What follows belongs to an exercise in optimizing a design on an open flow for small area; a production flow would make more cautious choices.
In this exercise RTL edits were held to simulation tests only and were not proved equivalent to the original.
No activity file was given, so power comes from the tool's default toggle rates.

$ cat flow/run.sh
#!/bin/bash
# synth_recipe.tcl (not shown) runs the flow's synth.tcl, then flattens the netlist and writes it again
# the make line also repeats each setting of config.mk as NAME=value (left out here)
make -C /OpenROAD-flow-scripts/flow DESIGN_CONFIG=/design/flow/config.mk WORK_HOME=/design/flow/orfs CLKGATE_MAP_FILE= SYNTH_SCRIPT=/design/flow/synth_recipe.tcl finish
$ cat flow/config.mk
export PLATFORM = sky130hd
export DESIGN_NAME = flow_control_top
export DESIGN_NICKNAME = flow_control_top
export VERILOG_FILES = /design/flow/design.v
export SDC_FILE = /design/flow/constraint.sdc
export NUM_CORES = 4
export LEC_CHECK = 0
export CAP_MARGIN = 20
export CORE_MARGIN = 2
export CORE_UTILIZATION = 30
export PLACE_DENSITY = 0.5
export SLEW_MARGIN = 20
$ cat flow/constraint.sdc
create_clock -name core_clock -period 12.0 [get_ports {pixel_clk_i}]
set_input_delay 2.4000 -clock core_clock [delete_from_list [all_inputs] [get_ports {pixel_clk_i}]]
set_output_delay 2.4000 -clock core_clock [all_outputs]
set_load 0.01 [all_outputs]
$ cat flow/design.v
package flow_ctrl_pkg;
    localparam int IN_DATA_W    = 48;             
    localparam int IN_LANES     = 4;
    localparam int ENTRY_W      = IN_DATA_W + IN_LANES;
    localparam int OUT_DATA_W   = 96;             
    localparam int OUT_LANES    = 4;
    localparam int BYTE_VALID_W = 12;
    localparam int PIPE_SLOTS   = 8;
    typedef logic [5:0] data_type_t;
    localparam data_type_t DT_RAW8   = 6'h2A;
    localparam data_type_t DT_RAW10  = 6'h2B;
    localparam data_type_t DT_RGB888 = 6'h24;
    typedef logic [1:0] ppc_code_t;
    typedef logic [7:0]  raw8_t;
    typedef logic [9:0]  raw10_t;
    typedef logic [23:0] rgb888_t;
    typedef logic [3:0] fill_t;                   
    localparam logic [7:0] CTRL_ADDR   = 8'h0;
    localparam logic [7:0] STATUS_ADDR = 8'h4;
endpackage
module flow_cfg_apb (
    input  logic                      pixel_clk_i,
    input  logic                      pixel_reset_n_i,
    input  logic                      psel_i,
    input  logic                      penable_i,
    input  logic                      pwrite_i,
    input  logic [7:0]                paddr_i,
    input  logic [31:0]               pwdata_i,
    input  logic                      overflow_pulse_i,
    output logic [31:0]               prdata_o,
    output logic                      pready_o,
    output logic                      pslverr_o,
    output flow_ctrl_pkg::ppc_code_t  ppc_code_o,
    output flow_ctrl_pkg::data_type_t data_type_o
);
    logic access;
    logic ctrl_sel;
    logic status_sel;
    logic overflow_q;
    assign access     = psel_i & penable_i;                   
    assign ctrl_sel   = paddr_i == flow_ctrl_pkg::CTRL_ADDR;
    assign status_sel = paddr_i == flow_ctrl_pkg::STATUS_ADDR;
    assign pready_o  = 1'b1;                                  
    assign pslverr_o = access & ~ctrl_sel & ~status_sel;
    always_comb begin
        prdata_o = '0;
        if (ctrl_sel) begin
            prdata_o[1:0]  = ppc_code_o;
            prdata_o[13:8] = data_type_o;
        end else if (status_sel) begin
            prdata_o[0] = overflow_q;
        end
    end
    always_ff @(posedge pixel_clk_i or negedge pixel_reset_n_i) begin
        if (!pixel_reset_n_i) begin
            ppc_code_o  <= '0;
            data_type_o <= '0;
        end else if (access && pwrite_i && ctrl_sel) begin
            ppc_code_o  <= pwdata_i[1:0];
            data_type_o <= pwdata_i[13:8];
        end
    end
    always_ff @(posedge pixel_clk_i or negedge pixel_reset_n_i) begin
        if (!pixel_reset_n_i) begin
            overflow_q <= 1'b0;
        end else if (overflow_pulse_i) begin
            overflow_q <= 1'b1;                               
        end else if (access && pwrite_i && status_sel && pwdata_i[0]) begin
            overflow_q <= 1'b0;
        end
    end
endmodule
module sync_marker_encoder (
    input  logic                                pixel_clk_i,
    input  logic                                pixel_reset_n_i,
    input  logic                                frame_valid_i,
    input  logic [flow_ctrl_pkg::IN_DATA_W-1:0] byte_data_i,
    input  logic [flow_ctrl_pkg::IN_LANES-1:0]  byte_valid_i,
    output logic [flow_ctrl_pkg::ENTRY_W-1:0]   entry_o,
    output logic                                entry_we_o
);
    logic frame_valid_q;
    logic fv_rise;
    logic fv_fall;
    always_ff @(posedge pixel_clk_i or negedge pixel_reset_n_i) begin
        if (!pixel_reset_n_i) begin
            frame_valid_q <= 1'b0;
        end else begin
            frame_valid_q <= frame_valid_i;
        end
    end
    assign fv_rise = frame_valid_i & ~frame_valid_q;
    assign fv_fall = ~frame_valid_i & frame_valid_q;
    always_comb begin
        entry_o = '0;                                         
        if (fv_rise) begin
            entry_o[flow_ctrl_pkg::IN_LANES-1:0] = '1;        
        end else if (!fv_fall) begin
            entry_o = {byte_data_i, byte_valid_i};
        end
    end
    assign entry_we_o = fv_rise | fv_fall | (|byte_valid_i);
endmodule
module throttle_buffer (
    input  logic                              pixel_clk_i,
    input  logic                              pixel_reset_n_i,
    input  logic [flow_ctrl_pkg::ENTRY_W-1:0] wr_data_i,
    input  logic                              wr_en_i,
    input  logic                              pop_i,
    output logic [flow_ctrl_pkg::ENTRY_W-1:0] rd_data_o,
    output logic                              empty_o,
    output logic                              overflow_pulse_o
);
    localparam int SLOTS = 31;
    logic [flow_ctrl_pkg::ENTRY_W-1:0] mem [SLOTS];
    logic [4:0]                        wr_ptr;
    logic [4:0]                        last_ptr;              
    logic [4:0]                        used;
    logic                              full_q;
    logic                              wr_ok;
    assign empty_o          = used == '0;
    assign wr_ok            = wr_en_i & ~full_q;
    assign overflow_pulse_o = wr_en_i & full_q;               
    always_ff @(posedge pixel_clk_i or negedge pixel_reset_n_i) begin
        if (!pixel_reset_n_i) begin
            wr_ptr   <= '0;
            last_ptr <= 5'd30;
            used     <= '0;
            full_q   <= 1'b0;
        end else begin
            full_q <= used >= 5'd30;
            used   <= used + {4'd0, wr_ok} - {4'd0, pop_i};
            if (wr_ok) begin
                wr_ptr <= (wr_ptr == 5'd30) ? 5'd0 : wr_ptr + 5'd1;
            end
            if (pop_i) begin
                last_ptr <= (last_ptr == 5'd30) ? 5'd0 : last_ptr + 5'd1;
            end
        end
    end
    always_ff @(posedge pixel_clk_i) begin
        if (wr_ok) begin
            mem[wr_ptr] <= wr_data_i;
        end
    end
    assign rd_data_o = mem[last_ptr];
endmodule
module raw_pipe #(
    parameter int PIX_W = 8
) (
    input  logic                               pixel_clk_i,
    input  flow_ctrl_pkg::fill_t               fill_i,        
    input  logic                               extract_i,
    input  logic [2:0]                         shift_i,
    input  logic [flow_ctrl_pkg::IN_DATA_W-1:0] in_data_i,
    input  logic [flow_ctrl_pkg::IN_LANES-1:0]  in_valid_i,
    output logic [4*PIX_W-1:0]                 lanes_o
);
    logic [7:0][PIX_W-1:0] slots_q;
    logic [7:0][PIX_W-1:0] slots_d;
    logic [3:0][PIX_W-1:0] lane;
    logic [3:0][PIX_W-1:0] packed_l;                          
    logic [3:0]            m;
    assign m = in_valid_i;
    always_comb begin
        for (int i = 0; i < 4; i++) lane[i] = in_data_i[i*PIX_W +: PIX_W];
        packed_l[0] = m[0] ? lane[0] : m[1] ? lane[1] : m[2] ? lane[2] : lane[3];
        packed_l[1] = m[0] ? (m[1] ? lane[1] : m[2] ? lane[2] : lane[3]) :
                             ((m[1] & m[2]) ? lane[2] : lane[3]);
        packed_l[2] = (m[0] & m[1] & m[2]) ? lane[2] : lane[3];
        packed_l[3] = lane[3];
    end
    always_comb begin
        for (int j = 0; j < 8; j++) begin
            slots_d[j] = slots_q[j];
            if (j < fill_i) begin
                if (extract_i) begin
                    case (shift_i)
                        3'd1:    if (j + 1 < 8) slots_d[j] = slots_q[j + 1];
                        3'd2:    if (j + 2 < 8) slots_d[j] = slots_q[j + 2];
                        default: if (j + 4 < 8) slots_d[j] = slots_q[j + 4];
                    endcase
                end
            end else begin
                case (fill_i)
                    4'd0: if (j < 4) slots_d[j] = packed_l[j];
                    4'd1: if (j >= 1 && j < 5) slots_d[j] = packed_l[j - 1];
                    4'd2: if (j >= 2 && j < 6) slots_d[j] = packed_l[j - 2];
                    4'd3: if (j >= 3 && j < 7) slots_d[j] = packed_l[j - 3];
                    4'd4: if (j >= 4) slots_d[j] = packed_l[j - 4];
                    default: ;
                endcase
            end
        end
    end
    always_ff @(posedge pixel_clk_i) begin
        slots_q <= slots_d;
    end
    assign lanes_o = slots_q[3:0];
endmodule
module rgb_pipe (
    input  logic                                pixel_clk_i,
    input  logic                                pixel_reset_n_i,
    input  logic                                insert_i,
    input  logic                                extract_i,
    input  flow_ctrl_pkg::fill_t                fill_i,
    input  logic [2:0]                          shift_i,
    input  logic [flow_ctrl_pkg::IN_DATA_W-1:0] in_data_i,
    input  logic [flow_ctrl_pkg::IN_LANES-1:0]  in_valid_i,
    output logic [95:0]                         lanes_o
);
    logic [5:0][23:0] slots_q;
    logic [5:0][23:0] slots_d;
    logic [23:0]      first;
    assign first = in_valid_i[0] ? in_data_i[23:0] : in_data_i[47:24];
    always_comb begin
        for (int j = 0; j < 6; j++) begin
            slots_d[j] = slots_q[j];
            if (extract_i) begin
                case (shift_i)
                    3'd1:    slots_d[j] = (j + 1 < 6) ? slots_q[j + 1] : '0;
                    3'd2:    slots_d[j] = (j + 2 < 6) ? slots_q[j + 2] : '0;
                    default: slots_d[j] = (j + 4 < 6) ? slots_q[j + 4] : '0;
                endcase
            end
            if (insert_i) begin
                if (j == fill_i && (in_valid_i[0] || in_valid_i[1])) begin
                    slots_d[j] = first;
                end
                if (j == fill_i + 1 && in_valid_i[0] && in_valid_i[1]) begin
                    slots_d[j] = in_data_i[47:24];
                end
            end
        end
    end
    always_ff @(posedge pixel_clk_i or negedge pixel_reset_n_i) begin
        if (!pixel_reset_n_i) begin
            slots_q <= '0;
        end else begin
            slots_q <= slots_d;
        end
    end
    assign lanes_o = {slots_q[3], slots_q[2], slots_q[1], slots_q[0]};
endmodule
module stream_output_stage (
    input  logic                                   pixel_clk_i,
    input  logic                                   pixel_reset_n_i,
    input  logic                                   stream_stall_i,
    input  logic                                   empty_i,
    input  logic [flow_ctrl_pkg::ENTRY_W-1:0]      entry_i,
    input  flow_ctrl_pkg::ppc_code_t               ppc_code_i,
    input  flow_ctrl_pkg::data_type_t              data_type_i,
    input  logic [31:0]                          raw8_lanes_i,
    input  logic [39:0]                          raw10_lanes_i,
    input  logic [95:0]                          rgb888_lanes_i,
    output logic                                   pop_o,
    output logic                                   insert_o,
    output logic                                   extract_o,
    output flow_ctrl_pkg::fill_t                   fill_o,
    output logic [2:0]                             shift_o,
    output logic                                   frame_valid_sync_o,
    output logic [flow_ctrl_pkg::OUT_DATA_W-1:0]   pixel_data_o,
    output logic [flow_ctrl_pkg::OUT_LANES-1:0]    pixel_valid_o,
    output logic [flow_ctrl_pkg::BYTE_VALID_W-1:0] byte_valid_o
);
    localparam flow_ctrl_pkg::fill_t POP_LIMIT =
        flow_ctrl_pkg::fill_t'(flow_ctrl_pkg::PIPE_SLOTS - flow_ctrl_pkg::IN_LANES);
    logic                                 entry_valid_q;    
    logic                                 in_frame_q;
    flow_ctrl_pkg::fill_t                 fill_q;
    flow_ctrl_pkg::fill_t                 fill_next;
    flow_ctrl_pkg::fill_t                 ppc_fill;
    flow_ctrl_pkg::fill_t                 insert_cnt;
    logic [flow_ctrl_pkg::IN_LANES-1:0]   mask;
    logic [flow_ctrl_pkg::IN_LANES-1:0]   fit_mask;
    logic                                 is_start;
    logic                                 is_end;
    logic                                 end_pending_q;    
    logic                                 end_seen;
    logic                                 end_done;
    logic                                 type_ok;
    logic [1:0]                           bytes_pp;
    logic [3:0]                           n_bytes;
    logic [flow_ctrl_pkg::OUT_DATA_W-1:0] lanes_mux;
    assign mask = entry_i[flow_ctrl_pkg::IN_LANES-1:0];
    assign is_start = entry_valid_q & ~in_frame_q & (&mask) &
                      (entry_i[flow_ctrl_pkg::ENTRY_W-1:flow_ctrl_pkg::IN_LANES] == '0);
    assign is_end   = entry_valid_q & (mask == '0);
    assign insert_o = entry_valid_q & in_frame_q & ~is_end;
    always_comb begin
        case (ppc_code_i)
            2'd0:    shift_o = 3'd1;
            2'd1:    shift_o = 3'd2;
            default: shift_o = 3'd4;
        endcase
    end
    assign ppc_fill = {1'b0, shift_o};
    always_comb begin
        type_ok   = 1'b1;
        fit_mask  = '1;
        bytes_pp  = 2'd1;
        lanes_mux = '0;
        case (data_type_i)
            flow_ctrl_pkg::DT_RAW8: begin
                lanes_mux[$bits(raw8_lanes_i)-1:0] = raw8_lanes_i;
            end
            flow_ctrl_pkg::DT_RAW10: begin
                bytes_pp = 2'd2;
                lanes_mux[$bits(raw10_lanes_i)-1:0] = raw10_lanes_i;
            end
            flow_ctrl_pkg::DT_RGB888: begin
                bytes_pp  = 2'd3;
                fit_mask  = 4'b0011;                          
                lanes_mux = rgb888_lanes_i;
            end
            default: type_ok = 1'b0;
        endcase
    end
    assign n_bytes = {1'b0, shift_o} * {2'b00, bytes_pp};
    always_comb begin
        insert_cnt = '0;
        for (int i = 0; i < flow_ctrl_pkg::IN_LANES; i++) begin
            insert_cnt = insert_cnt + {3'b000, mask[i] & fit_mask[i]};
        end
    end
    assign extract_o = ~stream_stall_i & (fill_q >= ppc_fill);
    assign fill_o    = extract_o ? fill_q - ppc_fill : fill_q;
    assign end_seen  = is_end | end_pending_q;
    assign end_done  = end_seen & (fill_o < ppc_fill);
    assign fill_next = end_done ? '0 : (insert_o ? fill_o + insert_cnt : fill_o);
    assign pop_o     = ~empty_i & ~stream_stall_i & (fill_next <= POP_LIMIT) &
                       ~(end_seen & ~end_done);
    always_ff @(posedge pixel_clk_i or negedge pixel_reset_n_i) begin
        if (!pixel_reset_n_i) begin
            entry_valid_q      <= 1'b0;
            end_pending_q      <= 1'b0;
            in_frame_q         <= 1'b0;
            fill_q             <= '0;
            frame_valid_sync_o <= 1'b0;
            pixel_valid_o      <= '0;
            byte_valid_o       <= '0;
        end else begin
            entry_valid_q <= pop_o;                           
            fill_q        <= fill_next;                       
            end_pending_q <= end_seen & ~end_done;
            if (is_start) begin
                in_frame_q <= 1'b1;
            end else if (end_done) begin
                in_frame_q <= 1'b0;
            end
            if (!stream_stall_i) begin
                frame_valid_sync_o <= in_frame_q | is_start;  
                pixel_valid_o <= (extract_o && type_ok) ? ~(4'hF << shift_o) : '0;
                byte_valid_o  <= (extract_o && type_ok) ? ~(12'hFFF << n_bytes) : '0;
            end
        end
    end
    always_ff @(posedge pixel_clk_i) begin
        if (!stream_stall_i) begin
            pixel_data_o <= lanes_mux;
        end
    end
endmodule
module flow_control_top (
    input  logic                                   pixel_clk_i,
    input  logic                                   pixel_reset_n_i,
    input  logic                                   psel_i,
    input  logic                                   penable_i,
    input  logic                                   pwrite_i,
    input  logic [7:0]                             paddr_i,
    input  logic [31:0]                            pwdata_i,
    input  logic                                   frame_valid_i,
    input  logic [flow_ctrl_pkg::IN_DATA_W-1:0]    byte_data_i,
    input  logic [flow_ctrl_pkg::IN_LANES-1:0]     byte_valid_i,
    input  logic                                   stream_stall_i,
    output logic [31:0]                            prdata_o,
    output logic                                   pready_o,
    output logic                                   pslverr_o,
    output logic                                   frame_valid_sync_o,
    output logic [flow_ctrl_pkg::OUT_DATA_W-1:0]   pixel_data_o,
    output logic [flow_ctrl_pkg::OUT_LANES-1:0]    pixel_valid_o,
    output logic [flow_ctrl_pkg::BYTE_VALID_W-1:0] byte_valid_o
);
    logic [flow_ctrl_pkg::ENTRY_W-1:0]                wr_entry;
    logic                                             wr_entry_we;
    logic [flow_ctrl_pkg::ENTRY_W-1:0]                rd_entry;
    logic                                             buf_empty;
    logic                                             overflow_pulse;
    logic                                             pop;
    logic                                             insert;
    logic                                             extract;
    flow_ctrl_pkg::fill_t                             fill;
    logic [2:0]                                       shift;
    flow_ctrl_pkg::ppc_code_t                         ppc_code;
    flow_ctrl_pkg::data_type_t                        data_type;
    logic [31:0]        raw8_lanes;
    logic [39:0]       raw10_lanes;
    logic [95:0]      rgb888_lanes;
    flow_cfg_apb cfg_i (
        .pixel_clk_i, .pixel_reset_n_i, .psel_i, .penable_i, .pwrite_i, .paddr_i,
        .pwdata_i, .overflow_pulse_i(overflow_pulse), .prdata_o, .pready_o, .pslverr_o,
        .ppc_code_o(ppc_code), .data_type_o(data_type)
    );
    sync_marker_encoder enc_i (
        .pixel_clk_i, .pixel_reset_n_i, .frame_valid_i, .byte_data_i, .byte_valid_i,
        .entry_o(wr_entry), .entry_we_o(wr_entry_we)
    );
    throttle_buffer buf_i (
        .pixel_clk_i, .pixel_reset_n_i, .wr_data_i(wr_entry), .wr_en_i(wr_entry_we),
        .pop_i(pop), .rd_data_o(rd_entry), .empty_o(buf_empty),
        .overflow_pulse_o(overflow_pulse)
    );
    raw_pipe #(.PIX_W(8)) raw8_pipe_i (
        .pixel_clk_i, .fill_i(fill), .extract_i(extract), .shift_i(shift),
        .in_data_i(rd_entry[flow_ctrl_pkg::ENTRY_W-1:flow_ctrl_pkg::IN_LANES]),
        .in_valid_i(rd_entry[flow_ctrl_pkg::IN_LANES-1:0]), .lanes_o(raw8_lanes)
    );
    raw_pipe #(.PIX_W(10)) raw10_pipe_i (
        .pixel_clk_i, .fill_i(fill), .extract_i(extract), .shift_i(shift),
        .in_data_i(rd_entry[flow_ctrl_pkg::ENTRY_W-1:flow_ctrl_pkg::IN_LANES]),
        .in_valid_i(rd_entry[flow_ctrl_pkg::IN_LANES-1:0]), .lanes_o(raw10_lanes)
    );
    rgb_pipe rgb888_pipe_i (
        .pixel_clk_i, .pixel_reset_n_i, .insert_i(insert), .extract_i(extract),
        .fill_i(fill), .shift_i(shift),
        .in_data_i(rd_entry[flow_ctrl_pkg::ENTRY_W-1:flow_ctrl_pkg::IN_LANES]),
        .in_valid_i(rd_entry[flow_ctrl_pkg::IN_LANES-1:0]), .lanes_o(rgb888_lanes)
    );
    stream_output_stage out_i (
        .pixel_clk_i, .pixel_reset_n_i, .stream_stall_i, .empty_i(buf_empty),
        .entry_i(rd_entry), .ppc_code_i(ppc_code), .data_type_i(data_type),
        .raw8_lanes_i(raw8_lanes), .raw10_lanes_i(raw10_lanes),
        .rgb888_lanes_i(rgb888_lanes), .pop_o(pop), .insert_o(insert),
        .extract_o(extract), .fill_o(fill), .shift_o(shift), .frame_valid_sync_o,
        .pixel_data_o, .pixel_valid_o, .byte_valid_o
    );
endmodule
==> summary.txt <==
## final timing paths
kind	slack, ns	end
worst max register to register	3.68	buf_i.used[4]
worst max-delay path	3.68	buf_i.used[4]
min in group asynchronous	1.59	out_i.byte_valid_o[4]
worst min register to register	0.49	out_i.byte_valid_o[0]
worst min-delay path	0.49	out_i.byte_valid_o[0]
max in group asynchronous	9.03	buf_i.last_ptr[0]
## layout make-up
cell class / count / area [µm²]
inverter: 49 / 186.4
antenna: 2 / 5.005
clock buffer: 266 / 5761
tap: 3939 / 4928
timing repair buffer: 394 / 3548
sequential: 2044 / 60430
fill: 28430 / 193500
multi-input combinational: 3277 / 26840
clock inverter: 131 / 1320
## power by group through the flow
stage	clock, mW	combinational (mW)	sequential (mW)
3_3_place_gp	0	12.9	10.3
6_report	6.83	13.3	10.2
4_1_cts	6.92	13.0	10.2
3_5_place_dp	0	12.9	10.3
2_1_floorplan	0	7.87	9.83
5_1_grt	7.21	13.9	10.3
## cells in the final DEF, fill, tap and decap left out, types with 15 or more instances in the layout
cell type / n
a211oi_1: 61
a21o_1: 21
a21oi_1: 258
a221oi_1: 63
a22oi_1: 178
a31oi_1: 23
a32oi_1: 34
and2_1: 116
and3_1: 46
buf_4: 190
bufinv_16: 26
clkbuf_1: 40
clkbuf_16: 222
clkdlybuf4s50_1: 195
clkinv_1: 46
clkinv_2: 46
conb_1: 25
dfrtp_1: 187
edfxtp_1: 1850
ha_1: 29
inv_1: 40
mux2_2: 74
mux2i_1: 383
mux4_1: 32
mux4_2: 265
nand2_1: 428
nand2b_1: 23
nand3_1: 80
nand4_1: 15
nor2_1: 178
nor2_4: 34
nor2b_1: 22
nor3_1: 70
o211ai_1: 72
o21ai_0: 280
o221ai_1: 22
o22ai_1: 157
## registers in the layout, summed over array words and instances, names as in the netlist
signal / count
buf_i.wr_ptr: 5
buf_i.mem: 1612
out_i.fill_q: 4
buf_i.last_ptr: 5
out_i.in_frame_q: 1
buf_i.full_q: 1
raw8_pipe_i.slots_q: 63
out_i.end_pending_q: 1
out_i.pixel_data_o: 96
cfg_i.data_type_o: 6
rgb888_pipe_i.slots_q: 144
out_i.pixel_valid_o: 4
raw10_pipe_i.slots_q: 79
cfg_i.ppc_code_o: 2
buf_i.used: 5
out_i.byte_valid_o: 12
out_i.frame_valid_sync_o: 1
cfg_i.overflow_q: 1
enc_i.frame_valid_q: 1
out_i.entry_valid_q: 1
## cell families (layout without fill, tap and decap cells)
logic type | Yosys count | count (layout)
flops | 2044 | 2044
buf+inv | 497 | 840
compound gates | 1328 | 1328
mux | 754 | 754
fa+ha+maj | 37 | 37
simple gates | 1126 | 1126
xor+xnor | 7 | 7
other cells | 2 | 27
## metal layers
layer	share of wire	track usage
met3	0.076	0.03032
met4	0.031	0.05928
met1	0.43	0.2845
met2	0.46	0.3132
met5	0	0
## worst max-delay path: cells and delay by family, from the launching register on
family / cells / cell delay (ns)
AND/OR/NAND/NOR: 7 / 1.01
adder cells (fa/ha/maj): 5 / 1.52
flip-flops: 1 / 1.22
buffers and inverters: 6 / 1.80
XOR/XNOR: 1 / 0.15
AO/OA/AOI/OAI: 7 / 1.55
multiplexers: 2 / 0.81
## through the flow
step           worst slack (ns)  std cells  instance area, µm²  power, mW
6_report                  3.677      10100              103000      30.28
5_1_grt                   3.221      10100              103000      31.36
4_1_cts                   3.670      10100              102900      30.07
3_5_place_dp              3.548       9699               95850      23.25
3_3_place_gp              3.428       9698               95820      23.14
2_1_floorplan             4.189       5818               89430      17.70
==> run_results.csv <==
group,metric,value,unit
status,status,"complete, no violations",
placement,place_congestion,0.8821,
cts,cts_setup_buffers,0,
cts,cts_max_path_buffers,4,
route,drc_errors,0,
synth,ys.warnings.count,7,
sta,slew_headroom,0.1257,
worst_setup_path,worstReg2RegStart,"buf_i.last_ptr[1]",
sta,fin_skew,0.09292,ns
grt,grt_use_total,0.1995,
grt,grt_pass1_wl,432000,µm
synth,synth_simple_gate_area_frac,0.06019,
power,power_density,294.0,nW/µm²
finish,syn_to_final_growth,15.31,%
synth,synth.ff_latch_count,2044,
sta,fmaxAchievable,120.2,MHz
route,wl_per_cell,30.55,µm
power,combinationalPowerShare,0.438,
synth,syn-cell-area,89340,µm²
cts,holdBufCountCts,0,
worst_setup_path,cp_max_fo,59,
cts,clk_pin_slew,0.08,ns
die,die_h,549.7,µm
power,sw_frac_of_total,0.4296,
worst_setup_path,end_kind,"register",
worst_setup_path,start_kind,"register",
route,first_pass_iters,8,
finish,utilization,0.3474,
route,route.final.wire_length,308700,µm
min_path,hold_start,"out_i.byte_valid_o[0]",
synth,synth_adder_area_share,0.005546,
sta,hold_violations,0,
die,die_x,549.7,µm
min_path,whs_path_depth,1,
route,ant_nets,0,
power,p_sw,13.01,mW
sta,setup_violations,0,
die,row_count,200,
synth,synth-main-ff-cell,"edfxtp_1",
sta,grt_setup_unrepaired,"no",
cts,insertion_delay,0.91,ns
sta,slew_violations,0,
finish,finish.net_count,6119,
power,power_frac_seq,0.336,
route,vias,56190,
sta,worst_slew_pin_slew,1.311,ns
worst_setup_path,cp-startpoint,"buf_i.last_ptr[1]",
die,start_util,0.3013,
placement,port_buffers,196,
power,internal_power,17.28,mW
grt,grt_pass1_vias,54380,
route,routed_via_density,5.562,
cts,cts_root_buf,"clkbuf_16",
grt,antenna_found_initial,19,
synth,synth_top_cell_by_area,"edfxtp_1",
grt,grt_max_degree,124,
synth,synthMuxAreaShare,0.1284,
power,p_leak,34.06,nW
worst_setup_path,cp_common_cell,"nor2_1",
cts,cts.sinks,2044,
sta,fin_crit_sh,0.6935,
route,drtIter0Drc,6602,
finish,drive_above_1_share,0.1625,
cts,cts_tree,"built",
worst_setup_path,cp.arrival,9.09,ns
power,peakVddDrop,0.0001903,V
synth,synth_edf_count,1850,
die,pin_count,246,
synth,yosysMostFrequentCell,"edfxtp_1",
worst_setup_path,slowest_delay,1.22,ns
die,die_area,302200,µm²
synth,syn_inst,5795,
synth,synth-async-reset-ratio,0.09491,
worst_setup_path,cp_slowest_cell,"dfstp_4",
power,clkPwrFrac,0.225,
grt,grt-ovfl-total,0,
synth,ys_seq_area_frac,0.6762,
synth,synth_compound_area_frac,0.09816,
synth,postSynthAreaPerCell,15.42,µm²
sta,fin_crit,8.323,ns
sta,finalHoldWorstSlack,0.4867,ns
worst_setup_path,worst-setup-path-type,"reg2reg",
synth,synthTopCellsByCount,"edfxtp_1, nand2_1, mux2i_1",
min_path,min_path_type,"reg2reg",
die,core,296500,µm²
cts,htree_levels,4,
worst_setup_path,worstPathRequired,12.77,ns
synth,synth_xor_xnor_area_share,0.0006862,
synth,yosysUniqueCellTypes,105,
synth,synth_top_family_by_area,"multiplexers",
cts,cts-buffers-inserted,219,
synth,synth_area_leaders,"edfxtp_1, mux4_2, dfrtp_1, mux2i_1, nand2_1",
worst_setup_path,r2r_cells,28,
placement,post-dp-hpwl,183400,µm
flow_run,max_cap_viol_count,0,
cts,cts_resized,0,
synth,synth_top_area_frac,0.6218,
sta,timing.setup.tns,0,ns

## afterwards: timing with drivers on the ports
In the flow no input, the clock included, has a driving cell. The finished layout below was timed again as built, in two steps. Step 1: set_driving_cell puts a clkbuf_16 on pixel_clk_i and a buf_2 on each other input, an assumption about the parent block. Step 2 also shifts input and output timing later by t, the mid clock arrival at the registers, as if the neighbouring blocks saw the same clock. Slacks: no drivers / after step 1 / after step 2; pairs: no drivers / after step 1.
shift t [ns]: 0.951
setup WS [ns]: 3.677 / 3.677 / 3.420
hold WS [ns]: 0.487 / 0.487 / 0.487
worst setup path after step 2: input to register
slew at the worst register clock pin (ns): 0.08 / 0.08
After both steps this run still meets setup and hold. The setup slack of this run moves by 0.000 ns with the drivers and by -0.257 ns with both steps.
